This design comes from an exercise in tuning for small area, a short achievable clock period and few clock cycles per item on the open sky130 flow, not from production work. In this exercise RTL edits were held to simulation tests only and were not proved equivalent to the original. No activity file was given, so power comes from the tool's default toggle rates. The clock port is modelled as an ideal driver; clocking choices that lean on that would not hold on a real chip.

== main ==
==> flow/design.v (excerpt) <==
module local_mean_glare_binarizer (
  input  logic       clk,
  input  logic       rst_n,
  input  logic       in_valid,
  output logic       in_ready,
  input  logic [7:0] in_pixel,
  output logic       out_valid,
  input  logic       out_ready,
  output logic [5:0] out_row,
  output logic [6:0] out_col,
  output logic       out_is_white,
  output logic       out_frame_last,
  input  logic       cfg_we,
  input  logic       cfg_index,
  input  logic [8:0] cfg_data
);
  localparam int W  = lmgb_pkg::WIDTH;
  localparam int HT = lmgb_pkg::HEIGHT;
  localparam int LS = lmgb_pkg::LS;
  localparam int PW = lmgb_pkg::PW;
  localparam int K  = lmgb_pkg::DIV_K;
  localparam int F  = 8;             
  logic [1:0] wm_r;
  logic [2:0] sel_r;
  logic [8:0] off_r;
  logic [2:0] m;                     
  assign m = {1'b0, sel_r[2] | sel_r[1], sel_r[2] | sel_r[0]};
  always_ff @(posedge clk) begin
    if (!rst_n) begin
      wm_r  <= 2'd1;
      sel_r <= 3'b001;
      off_r <= '0;
    end else if (cfg_we) begin
      if (cfg_index == lmgb_pkg::REG_MARGIN_IDX) begin
        wm_r  <= cfg_data[1:0];
        sel_r <= {cfg_data[1:0] == 2'd3, cfg_data[1:0] == 2'd2, ~cfg_data[1]};
      end else begin
        off_r <= cfg_data;
      end
    end
  end
  logic       rdy_r;
  logic       acc;
  logic       v0;
  logic [7:0] p0;
  assign in_ready = rdy_r;
  assign acc      = in_valid & rdy_r;
  always_ff @(posedge clk) begin
    if (!rst_n) v0 <= 1'b0;
    else        v0 <= acc;
    p0 <= in_pixel;
  end
  logic [5:0] row_r;
  logic [6:0] col_r;
  always_ff @(posedge clk) begin
    if (!rst_n) begin
      row_r <= '0;
      col_r <= '0;
    end else if (v0) begin
      col_r <= col_r + 1'b1;
      if (col_r == 7'(W - 1)) row_r <= row_r + 1'b1;
    end
  end
  logic emit;
  ...
==> flow/config.mk <==
export PLATFORM = sky130hd
export DESIGN_NAME = local_mean_glare_binarizer
export DESIGN_NICKNAME = local_mean_glare_binarizer
export VERILOG_FILES = /design/flow/design.v
export SDC_FILE = /design/flow/constraint.sdc
export NUM_CORES = 4
export LEC_CHECK = 0
export CAP_MARGIN = 20
export CORE_MARGIN = 2
export CORE_UTILIZATION = 55
export CTS_BUF_LIST = sky130_fd_sc_hd__clkbuf_16
export CTS_CLUSTER_DIAMETER = 100
export CTS_CLUSTER_SIZE = 25
export PLACE_DENSITY = 0.65
export SLEW_MARGIN = 20
export SYNTH_MEMORY_MAX_BITS = 16384
==> flow/constraint.sdc <==
create_clock -name core_clock -period 10.0 [get_ports {clk}]
set_input_delay 2.0000 -clock core_clock [delete_from_list [all_inputs] [get_ports {clk}]]
set_output_delay 2.0000 -clock core_clock [all_outputs]
set_load 0.01 [all_outputs]
run.sh (not shown) runs the stock make flow with config.mk's settings and CLKGATE_MAP_FILE= SYNTH_SCRIPT=/design/flow/synth_recipe.tcl, a recipe that flattens the netlist after the stock synthesis.
Testbench counts of main, summed over its fixed seeds: cycles 49,224, items 49,152.
Changes in the feature branch relative to main:
==> flow/flow/run.sh (new file) <==
#!/bin/bash
# Own layout flow: the standard ORFS flow (standard.sh, unchanged synthesis, floorplan, power
# grid, placement, CTS and routing), with two settings changed:
#  - timing repair aims for setup slack of 6.4 ns at the 10 ns clock, so that paths are sized for
#    a ~3.6 ns cycle rather than left at whatever speed first meets 10 ns;
set -euo pipefail
bash standard.sh SETUP_SLACK_MARGIN=6.4 "BUFFER_PORTS_ARGS=-buffer_cell sky130_fd_sc_hd__buf_4" finish \
  > standard_flow.log 2>&1
==> flow/standard.sh (new file) <==
#!/bin/bash
# synth_recipe.tcl (not shown) runs the flow's synth.tcl, then flattens the netlist and writes it again
# the make line also repeats each setting of config.mk as NAME=value (left out here)
make -C /OpenROAD-flow-scripts/flow DESIGN_CONFIG=/design/flow/config.mk WORK_HOME=/design/flow/orfs CLKGATE_MAP_FILE= SYNTH_SCRIPT=/design/flow/synth_recipe.tcl "${@:-finish}"
removed: flow/run.sh
Notes after the runs:
The feature branch: PASS, flow complete, no timing, DRC or antenna violations. cg3_1$_DFF_P_ as the source of the critical timing path was reported by the feature branch, and dvs_r[3]$_DFF_P_ by main. Of the two values seen for worst setup path endpoint, wng_r$_DFF_P_ was produced by main and ws3_r[7]$_DFFE_PP_ by the feature branch. Diff main -> the feature branch: worst setup slack now larger; number of vias after detailed routing grew by about 1.1%. Against main, maximum ir drop on the vdd rail in the feature branch rose by a few percent.


## v25
Another version of the RTL of local_mean_glare_binarizer (not shown whole).
Size in the first run: ~8700 cells after synthesis, ~0.21 mm2 of cells after synthesis.
clock: 10.0 ns
lec_check: 0
cap_margin: 20
core_margin: 2
core_utilization: 60
cts_buf_list: sky130_fd_sc_hd__clkbuf_16
cts_cluster_diameter: 100
cts_cluster_size: 30
place_density: 0.7
slew_margin: 20
synth_memory_max_bits: 16384
standard.sh (not shown) runs the stock make flow with config.mk's settings and CLKGATE_MAP_FILE= SYNTH_SCRIPT=/design/flow/synth_recipe.tcl, a recipe that flattens the netlist after the stock synthesis.
==> flow/flow/run.sh <==
#!/bin/bash
# Own layout flow: the standard ORFS flow (standard.sh: unchanged synthesis, floorplan, power
# grid, placement, CTS and routing), with three settings changed:
#  - timing repair aims for setup slack of 6.8 ns at the 10 ns clock, so that paths are sized for
#    a ~3.2 ns cycle rather than left at whatever speed first meets 10 ns;
#  - ports are buffered with plain buf_4 cells rather than the flow's default choice;
set -euo pipefail
CTS="-sink_clustering_enable -repair_clock_nets -sink_clustering_size 30"
CTS="$CTS -sink_clustering_max_diameter 100 -buf_list sky130_fd_sc_hd__clkbuf_16 -dont_use_dummy_load"
bash standard.sh SETUP_SLACK_MARGIN=6.8 "BUFFER_PORTS_ARGS=-buffer_cell sky130_fd_sc_hd__buf_4" \
  "CTS_ARGS=$CTS" finish > standard_flow.log 2>&1
v25 finished every stage and its layout cleared the timing, DRC and antenna checks.
Testbench counts of v25, summed over its fixed seeds: cycles 49,236, items 49,152.
#### Input delta (v9 over v25)
==> flow/flow/run.sh <==
#!/bin/bash
# Own layout flow: the standard ORFS flow (standard.sh: unchanged synthesis, floorplan, power
# grid, placement, CTS and routing), with three settings changed:
#  - timing repair aims for setup slack of 6.65 ns at the 10 ns clock, so that paths are sized for
#    a ~3.35 ns cycle rather than left at whatever speed first meets 10 ns;
#  - ports are buffered with plain buf_4 cells rather than the flow's default choice;
set -euo pipefail
CTS="-sink_clustering_enable -repair_clock_nets -sink_clustering_size 30"
CTS="$CTS -sink_clustering_max_diameter 100 -buf_list sky130_fd_sc_hd__clkbuf_16 -dont_use_dummy_load"
bash standard.sh SETUP_SLACK_MARGIN=6.65 "BUFFER_PORTS_ARGS=-buffer_cell sky130_fd_sc_hd__buf_4" \
  "CTS_ARGS=$CTS" finish > standard_flow.log 2>&1
[summary]
Looking at the reports, v9 completed the entire flow and the layout it produced met the timing, DRC and antenna checks.
Compared with v25, v9 shows global-route usage lower by 0.18 points.
According to the power report, total power for v9 is lower than for v25.
From v25 to v9 the numbers moved as follows: switching power share of the total closely matched the old numbers; routed wire length lower; final worst-path cycle share stayed essentially flat; relative area change from synthesis to final layout decreased by 0.58 points relative to the old numbers; count of buffers not belonging to the clock network in the layout decreased 64.

[port drivers added, routing unchanged]
In the flow no input, the clock included, has a driving cell. The finished layouts below were timed again as built, in two steps.
Step 1 sets driving cells, clkbuf_16 on the clock port and buf_2 on the other inputs (assumed; they add their load-dependent delay and slew).
Step 2 adds t to the input delays and takes it off the output delays; t is the mean of the earliest and latest rising clock arrival at the registers after step 1. Input paths then give back, and output paths get back, about the clock's delay inside the block.
Slacks: ideal / step 1 / step 2; pairs: ideal / step 1.
run	t (ns)	slack for setup (ns)	worst register clock-pin slew, ns
main	1.022	5.419 / 5.419 / 5.419	0.10 / 0.10
the feature branch	1.016	6.190 / 6.190 / 5.811	0.11 / 0.11
v25	0.994	6.565 / 6.465 / 5.746	0.11 / 0.11
v9	0.996	6.562 / 6.461 / 5.832	0.12 / 0.12
After both steps every run listed still meets setup and hold. The setup slack of v25, which loses most, moves by -0.100 ns with the drivers and by -0.819 ns with both steps.
